This is an optimization exercise on Yosys and OpenROAD, whose aim is small area, not a production implementation. In this exercise RTL edits were held to simulation tests only and were not proved equivalent to the original. Power and IR drop assume default switching activity.

== juniper ==
==> flow/design.v (excerpt) <==
module writeback_regfile
#(
    parameter int XLEN  = writeback_regfile_pkg::WB_XLEN,
    parameter int NREG  = writeback_regfile_pkg::REG_NUM,
    parameter int CNT_W = 32
) (
    input  logic                    clock,
    input  logic                    reset,
    input  logic                    RegWrite,
    input  logic [1:0]              ResultSrc,
    input  logic [$clog2(NREG)-1:0] RegAdrWrite,
    input  logic [XLEN-1:0]         ALUResult,
    input  logic [XLEN-1:0]         ReadData,
    input  logic [XLEN-1:0]         PCPlus4,
    input  logic [XLEN-1:0]         ExtImm,
    input  logic [$clog2(NREG)-1:0] Rs1Adr,
    input  logic [$clog2(NREG)-1:0] Rs2Adr,
    output logic [XLEN-1:0]         Rs1Data,
    output logic [XLEN-1:0]         Rs2Data,
    output logic [XLEN-1:0]         Result,
    output logic [CNT_W-1:0]        WbCount
);
Size: about 3500 cells after synthesis, roughly 280 I/O pins, about 0.042 sq mm of cells after synthesis.
Settings: LEC_CHECK=0, CAP_MARGIN=20, CORE_MARGIN=2, CORE_UTILIZATION=55, SETUP_SLACK_MARGIN=0.1, SLEW_MARGIN=20, SYNTH_HIERARCHICAL=1; clock period 7.0 ns.
standard.sh (not shown) runs the stock make flow with config.mk's settings and CLKGATE_MAP_FILE= SYNTH_SCRIPT=/design/flow/synth_recipe.tcl, a recipe that flattens the netlist after the stock synthesis.
==> flow/flow/run.sh <==
#!/bin/bash
# Standard ORFS layout with changes that only affect how the layout is built:
# small port buffers, a clock tree with larger sink clusters and no dummy
# loads, and gate downsizing on paths with slack after global routing,
# followed by a second slew/capacitance repair (flow/post_grt.tcl). Synthesis gate
# sizes are reset to the smallest drive before placement (flow/post_floorplan.tcl).
set -euo pipefail
export BUFFER_PORTS_ARGS="-buffer_cell sky130_fd_sc_hd__buf_1"
export CTS_ARGS="-sink_clustering_enable -repair_clock_nets -dont_use_dummy_load -sink_clustering_size 25 -sink_clustering_max_diameter 100"
export RECOVER_POWER=100
export POST_GLOBAL_ROUTE_TCL="$PWD/flow/post_grt.tcl"
export POST_FLOORPLAN_TCL="$PWD/flow/post_floorplan.tcl"
bash standard.sh finish > make_finish.log 2>&1
==> flow/flow/post_floorplan.tcl <==
# Area recovery: start every combinational gate at its smallest drive
# strength (synthesis sized gates without wires). The flow's later
# repair_design and repair_timing upsize the ones that need it.
set db [ord::get_db]
set n 0
foreach inst [[ord::get_db_block] getInsts] {
  set m [[$inst getMaster] getName]
  if {![regexp {^(sky130_fd_sc_hd__[a-z0-9]+)_([0-9]+)$} $m -> base sz]} { continue }
  if {$sz <= 1} { continue }
  if {[regexp {__(df|edf|sdf|dl|clk|conb|tap|fill|decap|diode|buf)} $base]} { continue }
  foreach cand [list ${base}_1 ${base}_0] {
    set nm [$db findMaster $cand]
    if {$nm ne "NULL" && $nm ne ""} {
      $inst swapMaster $nm
      incr n
      break
    }
  }
}
puts "post_floorplan: downsized $n gates"
==> flow/flow/post_grt.tcl <==
# Power recovery may downsize drivers past the slew and capacitance limits:
# repair those again and legalise, then reroute the touched nets.
log_cmd global_route -start_incremental
repair_design_helper
log_cmd detailed_placement
log_cmd global_route -end_incremental
log_cmd estimate_parasitics -global_routing
report_worst_slack -max
report_check_types -max_slew -max_capacitance -violators
> inputs changed (juniper -> willow)
Settings: CORE_UTILIZATION changed from 55 to 40.
--- a/flow/flow/run.sh
+++ b/flow/flow/run.sh
@@ -5,2 +5 @@
-# followed by a second slew/capacitance repair (flow/post_grt.tcl). Synthesis gate
-# sizes are reset to the smallest drive before placement (flow/post_floorplan.tcl).
+# followed by a second slew/capacitance repair (flow/post_grt.tcl).
@@ -12 +10,0 @@
-export POST_FLOORPLAN_TCL="$PWD/flow/post_floorplan.tcl"
removed: flow/flow/post_floorplan.tcl
[summary]
Area of all placed cells without fillers (willow vs. juniper) increases slightly. Flop-to-flop setup slack in willow is 0.03 ns above juniper. Maximum count of clock buffers along a single path: juniper vs willow, no meaningful difference. Lower die area was reported by juniper, not willow.
Here is what was changed in the inputs of tundra compared with willow.
Settings: changing CORE_UTILIZATION from 40 to 62.
--- a/flow/flow/run.sh
+++ b/flow/flow/run.sh
@@ -5 +5,2 @@
-# followed by a second slew/capacitance repair (flow/post_grt.tcl).
+# followed by a second slew/capacitance repair (flow/post_grt.tcl). Synthesis gate
+# sizes are reset to the smallest drive before placement (flow/post_floorplan.tcl).
@@ -10,0 +12 @@
+export POST_FLOORPLAN_TCL="$PWD/flow/post_floorplan.tcl"
==> flow/flow/post_floorplan.tcl (new file) <==
# Area recovery: start every combinational gate at its smallest drive
# strength (synthesis sized gates without wires). The flow's later
# repair_design and repair_timing upsize the ones that need it.
set db [ord::get_db]
set n 0
foreach inst [[ord::get_db_block] getInsts] {
  set m [[$inst getMaster] getName]
  if {![regexp {^(sky130_fd_sc_hd__[a-z0-9]+)_([0-9]+)$} $m -> base sz]} { continue }
  if {$sz <= 1} { continue }
  if {[regexp {__(df|edf|sdf|dl|clk|conb|tap|fill|decap|diode|buf)} $base]} { continue }
  foreach cand [list ${base}_1 ${base}_0] {
    set nm [$db findMaster $cand]
    if {$nm ne "NULL" && $nm ne ""} {
      $inst swapMaster $nm
      incr n
      break
    }
  }
}
puts "post_floorplan: downsized $n gates"
Notes after the runs:
Relative to willow, the power of tundra is lower by about 0.9%. NOTE die area willow->tundra decreased by more than a quarter. tundra ends up with higher core utilization than willow does. On tundra: half-perimeter wire length of the detailed placement result is 11% lower than what willow gave. Re routed wire length: tundra is 5.0% down on willow. Between tundra and willow, the pin count of the biggest net entering global routing is higher for tundra. Diff willow -> tundra: sequential cell area share grew by 0.98 points; post-route cell area -2.2%; part of the power in combinational logic saw a decrease; post-route antenna net violation count roughly the same. NOTE: setup slack in tundra exceeds that of willow.
diff inputs: tundra => ember
Settings: changing CORE_UTILIZATION from 62 to 40.
==> summary.txt <==
Uppermost metal layer occupied by signal nets = met5: tundra; uppermost metal layer occupied by signal nets = met4: ember
On ember: global-route track usage on met1 is 15 points lower than what tundra gave.
Last weighted congestion value of the routability-driven placer (ember vs. tundra) decreases by a little under 10%
Via count of the first global-routing pass, tundra and ember, higher one = tundra.
Maximum frequency (ember vs. tundra) decreases slightly
tundra has lower post-place instance area than ember.
Lower area added between synthesis and finish among tundra and ember: tundra
Wire length (ember vs. tundra) increases slightly
#### Input delta (garnet over ember)
==> flow/flow/run.sh <==
#!/bin/bash
# Standard ORFS layout with changes that only affect how the layout is built:
# small port buffers and a clock tree with larger sink clusters and no dummy
# loads. All ORFS logs stay under orfs/logs; make's own output goes to
# make_finish.log here.
set -euo pipefail
export BUFFER_PORTS_ARGS="-buffer_cell sky130_fd_sc_hd__buf_1"
export CTS_ARGS="-sink_clustering_enable -repair_clock_nets -dont_use_dummy_load -sink_clustering_size 25 -sink_clustering_max_diameter 100"
bash standard.sh finish > make_finish.log 2>&1
removed: flow/flow/post_floorplan.tcl
removed: flow/flow/post_grt.tcl
--- outcome ---
Combinational power up about 2% in garnet wrt ember
[diff] setup slack, garnet relative to ember: improvement
Every stage of the flow completed for garnet, and the final layout passed the timing, DRC and antenna checks.
Slew at the pin with the worst max-slew slack, garnet and ember: larger value in ember

## afterwards: timing with drivers on the ports
The results above use ideal ports. As a check the final layouts listed here were re-extracted and re-timed, cells and wires unchanged. Step 1 assumes that a clkbuf_16 drives the clock port and a buf_2 every other input. Step 2 times the ports against the registers' clock, not the clock port: input delays grow and output delays shrink by t, the midpoint of the rising clock arrivals with the driver on. a / b / c = ideal / step 1 / step 2; a / b = the first two.
run | t, ns | setup slack, ns | worst setup path at the end | slew at the worst register clock pin (ns) | cell pins on the clock port's net
juniper | 0.693 | 0.181 / 0.154 / 0.154 | input to output | 0.11 / 0.11 | 1
willow | 0.708 | 0.157 / 0.130 / 0.130 | input to output | 0.11 / 0.11 | 1
tundra | 0.705 | 0.178 / 0.150 / 0.150 | input to output | 0.11 / 0.11 | 1
ember | 0.704 | 0.151 / 0.117 / 0.117 | input to output | 0.11 / 0.11 | 1
garnet | 0.706 | 0.440 / 0.411 / 0.411 | input to output | 0.11 / 0.11 | 1
After both steps setup and hold are still met in every run listed. The setup slack of ember, which loses most, moves by -0.034 ns with the drivers and by -0.034 ns with both steps.
